Context: an optimization exercise on an open-source flow, tuned for small area and a short achievable clock period. The choices shown serve that exercise and are no tape-out recipe. Only simulation tests tie the RTL to the original design; equivalence was not proved.

[design/flow/config.mk]
export PLATFORM = sky130hd
export DESIGN_NAME = core_top
export DESIGN_NICKNAME = core_top
export VERILOG_FILES = /design/flow/design.v
export SDC_FILE = /design/flow/constraint.sdc
export NUM_CORES = 4
export LEC_CHECK = 0
export CAP_MARGIN = 20
export CORE_MARGIN = 2
export CORE_UTILIZATION = 35
export PLACE_DENSITY = 0.45
export SLEW_MARGIN = 20
[design/flow/constraint.sdc]
create_clock -name core_clock -period 11.0 [get_ports {clk}]
set_input_delay 2.2000 -clock core_clock [delete_from_list [all_inputs] [get_ports {clk}]]
set_output_delay 2.2000 -clock core_clock [all_outputs]
set_load 0.01 [all_outputs]
[design/flow/design.v]
package core_pkg;
  typedef enum logic [6:0] {
    OPCODE_OP     = 7'b0110011,
    OPCODE_OP_IMM = 7'b0010011,
    OPCODE_LUI    = 7'b0110111,
    OPCODE_OTHER  = 7'b0000000
  } opcode_e;
  typedef enum logic [3:0] {
    ALU_ADD  = 4'd0,
    ALU_SUB  = 4'd1,
    ALU_SLL  = 4'd2,
    ALU_SLT  = 4'd3,
    ALU_SLTU = 4'd4,
    ALU_XOR  = 4'd5,
    ALU_SRL  = 4'd6,
    ALU_SRA  = 4'd7,
    ALU_OR   = 4'd8,
    ALU_AND  = 4'd9
  } alu_op_e;
  typedef struct packed {
    alu_op_e                op;
    logic [5-1:0] rd;
    logic [5-1:0] rs1;
    logic [5-1:0] rs2;
    logic [64-1:0]       imm;       
    logic                   use_imm;   
    logic                   illegal;
  } decoded_t;
  typedef struct packed {
    logic [5-1:0] rd;
    logic [64-1:0]       value;     
    logic                   illegal;
  } result_t;
endpackage
module instr_decoder (
  input  logic               clk,
  input  logic               reset,
  input  logic               instr_valid,
  input  logic [32-1:0]   instr,
  output logic               dec_valid,
  output core_pkg::decoded_t dec
);
  core_pkg::opcode_e  opc;
  core_pkg::decoded_t dec_next;
  logic [2:0]         funct3;
  logic [6:0]         funct7;
  logic [64-1:0]   imm_i;
  logic [64-1:0]   imm_u;
  logic               alt;           
  logic               alt_f3;        
  logic               shift_op;
  logic               shamt_hi_ok;   
  function automatic core_pkg::alu_op_e alu_from_f3(input logic [2:0] f3, input logic sel_alt);
    core_pkg::alu_op_e op;
    case (f3)
      3'b000: op = sel_alt ? core_pkg::ALU_SUB : core_pkg::ALU_ADD;
      3'b001:     op = core_pkg::ALU_SLL;
      3'b010:     op = core_pkg::ALU_SLT;
      3'b011:    op = core_pkg::ALU_SLTU;
      3'b100:     op = core_pkg::ALU_XOR;
      3'b101: op = sel_alt ? core_pkg::ALU_SRA : core_pkg::ALU_SRL;
      3'b110:      op = core_pkg::ALU_OR;
      default:     op = core_pkg::ALU_AND;
    endcase
    alu_from_f3 = op;
  endfunction
  assign funct3 = instr[14:12];
  assign funct7 = instr[31:25];
  assign imm_i  = {{(64-12){instr[31]}}, instr[31:20]};
  assign imm_u  = {{(64-32){instr[31]}}, instr[31:12], 12'b0};   
  assign alt      = funct7 == 7'b0100000;
  assign alt_f3   = funct3 == 3'b000 || funct3 == 3'b101;
  assign shift_op = funct3 == 3'b001 || funct3 == 3'b101;
  always_comb begin
    if (funct3 == 3'b001) begin
      shamt_hi_ok = {funct7[6:1], 1'b0} == 7'b0000000;
    end else begin
      shamt_hi_ok = {funct7[6:1], 1'b0} == 7'b0000000 || {funct7[6:1], 1'b0} == 7'b0100000;
    end
  end
  always_comb begin
    case (instr[6:0])
      7'b0110011:     opc = core_pkg::OPCODE_OP;
      7'b0010011: opc = core_pkg::OPCODE_OP_IMM;
      7'b0110111:    opc = core_pkg::OPCODE_LUI;
      default:     opc = core_pkg::OPCODE_OTHER;
    endcase
  end
  always_comb begin
    dec_next.op      = core_pkg::ALU_ADD;
    dec_next.rd      = instr[11:7];
    dec_next.rs1     = instr[19:15];
    dec_next.rs2     = instr[24:20];
    dec_next.imm     = imm_i;
    dec_next.use_imm = 1'b0;
    dec_next.illegal = 1'b0;
    case (opc)
      core_pkg::OPCODE_OP: begin
        dec_next.op      = alu_from_f3(funct3, alt);
        dec_next.illegal = !(funct7 == 7'b0000000 || (alt && alt_f3));
      end
      core_pkg::OPCODE_OP_IMM: begin
        dec_next.use_imm = 1'b1;
        if (shift_op) begin
          dec_next.op      = alu_from_f3(funct3, instr[30]);   
          dec_next.illegal = !shamt_hi_ok;
        end else begin
          dec_next.op = alu_from_f3(funct3, 1'b0);   
        end
      end
      core_pkg::OPCODE_LUI: begin
        dec_next.rs1     = '0;            
        dec_next.imm     = imm_u;
        dec_next.use_imm = 1'b1;
      end
      default: begin
        dec_next.illegal = 1'b1;   
      end
    endcase
  end
  always_ff @(posedge clk) begin
    if (reset) begin
      dec_valid <= 1'b0;
    end else begin
      dec_valid <= instr_valid;
    end
  end
  always_ff @(posedge clk) begin
    if (instr_valid) begin
      dec <= dec_next;
    end
  end
endmodule
module register_file (
  input  logic                   clk,
  input  logic                   reset,
  input  logic [64-1:0]       stackptr,
  input  logic [5-1:0] rs1_addr,
  input  logic [5-1:0] rs2_addr,
  output logic [64-1:0]       rs1_data,
  output logic [64-1:0]       rs2_data,
  input  logic                   wr_en,
  input  logic [5-1:0] wr_addr,
  input  logic [64-1:0]       wr_data
);
  logic [64-1:0] regs [32];
  always_ff @(posedge clk) begin
    if (reset) begin
      for (int i = 0; i < 32; i++) begin
        regs[i] <= '0;
      end
      regs[5'd2] <= stackptr;   
    end else if (wr_en && wr_addr != '0) begin
      regs[wr_addr] <= wr_data;
    end
  end
  assign rs1_data = (rs1_addr == '0) ? '0 : regs[rs1_addr];
  assign rs2_data = (rs2_addr == '0) ? '0 : regs[rs2_addr];
endmodule
module execute_stage (
  input  logic                   clk,
  input  logic                   reset,
  input  logic                   dec_valid,
  input  core_pkg::decoded_t     dec,
  output logic [5-1:0] rs1_addr,
  output logic [5-1:0] rs2_addr,
  input  logic [64-1:0]       rs1_data,
  input  logic [64-1:0]       rs2_data,
  output logic                   wr_en,
  output logic [5-1:0] wr_addr,
  output logic [64-1:0]       wr_data,
  output logic                   result_valid,
  output core_pkg::result_t      result
);
  logic [64-1:0]    op_b;
  logic [6-1:0] shamt;
  logic [64-1:0]    alu_result;
  assign rs1_addr = dec.rs1;
  assign rs2_addr = dec.rs2;
  assign op_b  = dec.use_imm ? dec.imm : rs2_data;
  assign shamt = op_b[6-1:0];   
  always_comb begin
    case (dec.op)
      core_pkg::ALU_ADD:  alu_result = rs1_data + op_b;
      core_pkg::ALU_SUB:  alu_result = rs1_data - op_b;
      core_pkg::ALU_SLL:  alu_result = rs1_data << shamt;
      core_pkg::ALU_SLT:  alu_result = {{(64-1){1'b0}}, $signed(rs1_data) < $signed(op_b)};
      core_pkg::ALU_SLTU: alu_result = {{(64-1){1'b0}}, rs1_data < op_b};
      core_pkg::ALU_XOR:  alu_result = rs1_data ^ op_b;
      core_pkg::ALU_SRL:  alu_result = rs1_data >> shamt;
      core_pkg::ALU_SRA:  alu_result = $signed(rs1_data) >>> shamt;   
      core_pkg::ALU_OR:   alu_result = rs1_data | op_b;
      core_pkg::ALU_AND:  alu_result = rs1_data & op_b;
      default:            alu_result = '0;
    endcase
  end
  assign wr_en   = dec_valid && !dec.illegal;
  assign wr_addr = dec.rd;          
  assign wr_data = alu_result;
  always_ff @(posedge clk) begin
    if (reset) begin
      result_valid <= 1'b0;
    end else begin
      result_valid <= dec_valid;
    end
  end
  always_ff @(posedge clk) begin
    if (dec_valid) begin
      result.rd      <= dec.rd;
      result.value   <= dec.illegal ? '0 : alu_result;
      result.illegal <= dec.illegal;
    end
  end
endmodule
module core_top (
  input  logic              clk,
  input  logic              reset,
  input  logic [64-1:0]  stackptr,
  input  logic              instr_valid,
  input  logic [32-1:0]  instr,
  output logic              result_valid,
  output logic [5-1:0] result_rd,
  output logic [64-1:0]  result_value,
  output logic              result_illegal
);
  core_pkg::result_t      result;
  logic                   dec_valid;
  core_pkg::decoded_t     dec;
  logic [5-1:0] rs1_addr;
  logic [5-1:0] rs2_addr;
  logic [64-1:0]       rs1_data;
  logic [64-1:0]       rs2_data;
  logic                   wr_en;
  logic [5-1:0] wr_addr;
  logic [64-1:0]       wr_data;
  instr_decoder i_decoder (
    .clk         (clk),
    .reset       (reset),
    .instr_valid (instr_valid),
    .instr       (instr),
    .dec_valid   (dec_valid),
    .dec         (dec)
  );
  register_file i_regfile (
    .clk      (clk),
    .reset    (reset),
    .stackptr (stackptr),
    .rs1_addr (rs1_addr),
    .rs2_addr (rs2_addr),
    .rs1_data (rs1_data),
    .rs2_data (rs2_data),
    .wr_en    (wr_en),
    .wr_addr  (wr_addr),
    .wr_data  (wr_data)
  );
  execute_stage i_execute (
    .clk          (clk),
    .reset        (reset),
    .dec_valid    (dec_valid),
    .dec          (dec),
    .rs1_addr     (rs1_addr),
    .rs2_addr     (rs2_addr),
    .rs1_data     (rs1_data),
    .rs2_data     (rs2_data),
    .wr_en        (wr_en),
    .wr_addr      (wr_addr),
    .wr_data      (wr_data),
    .result_valid (result_valid),
    .result       (result)
  );
  assign result_rd      = result.rd;
  assign result_value   = result.value;
  assign result_illegal = result.illegal;
endmodule
[design/flow/run.sh]
#!/bin/bash
# synth_recipe.tcl (not shown) runs the flow's synth.tcl, then flattens the netlist and writes it again
# the make line also repeats each setting of config.mk as NAME=value (left out here)
make -C /OpenROAD-flow-scripts/flow DESIGN_CONFIG=/design/flow/config.mk WORK_HOME=/design/flow/orfs CLKGATE_MAP_FILE= SYNTH_SCRIPT=/design/flow/synth_recipe.tcl finish
==> impl_metrics.tcl <==
set metrics [dict create \
    io_pins 170 \
    finalInstanceArea_um2 149000 \
    overflow 0 \
    criticalPathCategory "register to register" \
    synth_edf_count 2171 \
    power_leakage_nw 54.6 \
    path_clk_slew_ps 60 \
    final_cell_mix "2,352 x nor2_1, 2,171 x edfxtp_1, 806 x mux4_2" \
    crit_required_ps 11610 \
    start_kind "register" \
    core.rowCount 225 \
    multiInputGateArea_um2 61100 \
    die_w_um 617 \
    cp.arrival_ps 10260 \
    io_buffer_count 169 \
    die_y_um 617 \
    hold_viol_final 0 \
    root_buffer "clkbuf_16" \
    cts_resized 0 \
    layout.nets 11424 \
    holdBufCountCts 0 \
    final_core_util 0.399 \
    period_share 0.877 \
    area_growth_syn_to_layout_pct 13.5 \
    clk_latency_ps 950 \
    drive_gt1_frac 0.191 \
    layout_commonest_cell "nor2_1" \
    drv_cap 0 \
    fp.dieArea_um2 381000 \
    gp_congestion 1.05 \
    drv_slew 0 \
    worstMarginPinSlew_ps 1290 \
    setup_viol 0 \
    ys_async_sr_fraction 0 \
    start_util 0.351 \
    dr.pass1.iters 7 \
    status "no timing/DRC/antenna violations" \
    grt_start_max_net_pins 94 \
    htree_num_levels 5 \
    dp_hpwl_um 547000 \
    grt_pass1_wl_um 1050000 \
    fillers 35909 \
    clkSinkCount 2183 \
    grt_pass1_vias 106898 \
    synth_cell_type_count 134 \
    setup_slack_ps 1350 \
    vias_per_cell 6.86 \
    wire_per_inst_um 49.0 \
    coreArea_um2 375000 \
    drcViolationCount 0 \
    ant_nets 0 \
    ys_seq_area_frac 0.497 \
    cts_setup_buffers 0 \
    antenna_found_initial 100 \
    max_freq_mhz 104 \
    end_kind "register" \
    dp_slack_ps 1670 \
    irDropWorstVdd_mv 0.126 \
    seq_area_um2 65500 \
    rsz0062_at_grt "no" \
    drt_iter0_markers 20179 \
    synth_top_flop_cell "edfxtp_1" \
    dpl_cell_area_um2 141000 \
    max_slew_margin 0.116 \
    power_density_nw_per_um2 200 \
    syn_inst 11128 \
    cts_tree "built" \
    cts_buffers 265 \
    avgSynthCellArea_um2 11.8 \
    finalCriticalPeriod_ps 9650 \
    grtUsageTotal 0.411 \
    fin_skew_ps 71.9 \
    via_count 112490 \
    final.setup.tns_ps 0 \
    critPathMaxFanout 43 \
    drt_wl_total_um 804000 \
    syn_area_um2 132000 \
    clockBufferDepth 4 \
    power_w 0.0298 \
    timing.hold.worst.class "register to register" \
    yosys_warnings 3 \
    ys_ff_latch 2183 \
]
[cell families (layout without fill, tap and decap cells)]
family | after synthesis | in the layout | share of synthesized area
and+or+nand+nor | 3713 | 3713 | 0.120
xor gates and xnor gates | 18 | 18 | 0.00120
adders and majority gates | 198 | 198 | 0.0189
DFF | 2183 | 2183 | 0.497
buffers and inverters | 1316 | 1457 | 0.0506
muxes | 1619 | 1619 | 0.204
AOI/OAI and AO/OA | 2080 | 2080 | 0.108
other | 1 | 139 | 0.0000285
[flip-flops by register name, indices dropped and copies added, names as in the netlist, named ones only]
register and cells:
i_execute.result_valid 1, i_decoder.dec 53, i_regfile.regs 2048, i_decoder.dec_valid 1, i_execute.result 70
[synthesized netlist by cell type, drive strengths merged (17+ instances only)]
library cell / number / area share
nand4: 34 / 0.0016
nor2: 2398 / 0.069
o21a: 31 / 0.0018
a22o: 26 / 0.0017
o22a: 19 / 0.0013
nand3: 199 / 0.0076
inv: 205 / 0.0058
ha: 196 / 0.019
a32oi: 20 / 0.0013
clkbuf: 589 / 0.018
nor3: 116 / 0.0047
mux2i: 733 / 0.056
mux4: 842 / 0.14
a21o: 47 / 0.0027
a221oi: 72 / 0.0049
o211ai: 72 / 0.0041
a22oi: 268 / 0.015
and2: 45 / 0.0021
buf: 466 / 0.023
edfxtp: 2171 / 0.50
nor4: 66 / 0.0037
dlygate4sd3: 49 / 0.0037
a311oi: 17 / 0.0012
o22ai: 184 / 0.0087
nand2: 566 / 0.016
a211o: 19 / 0.0013
nand2b: 58 / 0.0028
o31a: 17 / 0.0011
o221ai: 51 / 0.0034
a21boi: 19 / 0.0011
or3: 25 / 0.0012
o31ai: 44 / 0.0025
a221o: 22 / 0.0017
and4: 17 / 0.0012
o32ai: 22 / 0.0016
a31oi: 48 / 0.0023
or2: 28 / 0.0013
nor2b: 50 / 0.0024
o21bai: 45 / 0.0026
a21oi: 400 / 0.015
and3: 45 / 0.0021
o21ai: 405 / 0.016
a211oi: 84 / 0.0051
mux2: 44 / 0.0038
[metal layers]
layer | GRT usage | routed length (um) | up-vias
li1 | - | - | 42431
met1 | 0.545 | 309000 | 59185
met2 | 0.606 | 345000 | 8860
met3 | 0.113 | 95800 | 1942
met4 | 0.232 | 53600 | 72
met5 | 0 | 484 | -
[layout make-up]
cell class                 instances  share of cell area
inverter                         208             0.00526
antenna                           75             0.00126
multi-input combinational       7692               0.409
tap                             4994              0.0418
clock buffer                     332              0.0470
timing repair buffer             777              0.0471
clock inverter                   140              0.0105
sequential                      2183               0.438
[metrics by stage]
stage                     hold slack [ps]  std cells
final                                 510      16401
after global routing                  529      16350
after CTS                             509      16323
after detailed placement              489      15851
after global placement                486      15840
after floorplan                       449      11191
[worst max-delay path: stages, from the launching register on]
cell and delay [ps]:
dfxtp_4 820, buf_12 400, buf_4 420, mux2i_1 130
a22oi_1 210, a21oi_1 110, or4_1 820, nor2_1 890
ha_1 520, nor4_1 590, nand3_1 140, o2bb2ai_1 590
o31ai_1 180, buf_4 190, o221ai_1 200, buf_4 250
a31oi_1 150, buf_4 220, o21ai_0 180, buf_4 180
a311oi_1 110, nor3_1 180, buf_4 160, nor3_1 70
a311oi_4 1020, buf_4 350, nor2_1 70
[power by group]
group,internal (W),switching [W]
logic,0.00291,0.00811
clock network,0.00516,0.00389
registers,0.00950,0.000281
total,0.0176,0.0123
[worst paths after layout]
path	start	to	slack (ps)	depth (start not counted)
max reg2reg	register	i_regfile.regs[5][0]	1350	26
min reg2reg	i_decoder.dec[68]	register	510	1
min	i_decoder.dec[68]	register	510	1
max	register	i_regfile.regs[5][0]	1350	26

-- separate check: timing with driven ports --
How much do the figures lean on ideal ports? The routed layout below was timed once more, with nothing changed but the port constraints.
Step 1 (the two cells are an assumption about what drives the block):
set clk [get_ports {clk}]
set_driving_cell -lib_cell sky130_fd_sc_hd__clkbuf_16 $clk
set_driving_cell -lib_cell sky130_fd_sc_hd__buf_2 [delete_from_list [all_inputs] $clk]
Step 2 moves the port delays by t, midway between the first and last clock arrival at a register: inputs arrive t later, outputs are due t later. That takes back most of the time a late clock gives input paths.
a / b / c = ideal / step 1 / step 2; a / b = the first two.
t (ns): 1.020
setup slack, ns: 1.354 / 1.354 / 1.354
worst setup path at the end: register to register
slew at the worst register clock pin (ns): 0.07 / 0.07
worst slew at a driven data input, ns: 0.16
After both steps setup and hold are still met in this run. The setup slack of this run moves by 0.000 ns with the drivers and by 0.000 ns with both steps.
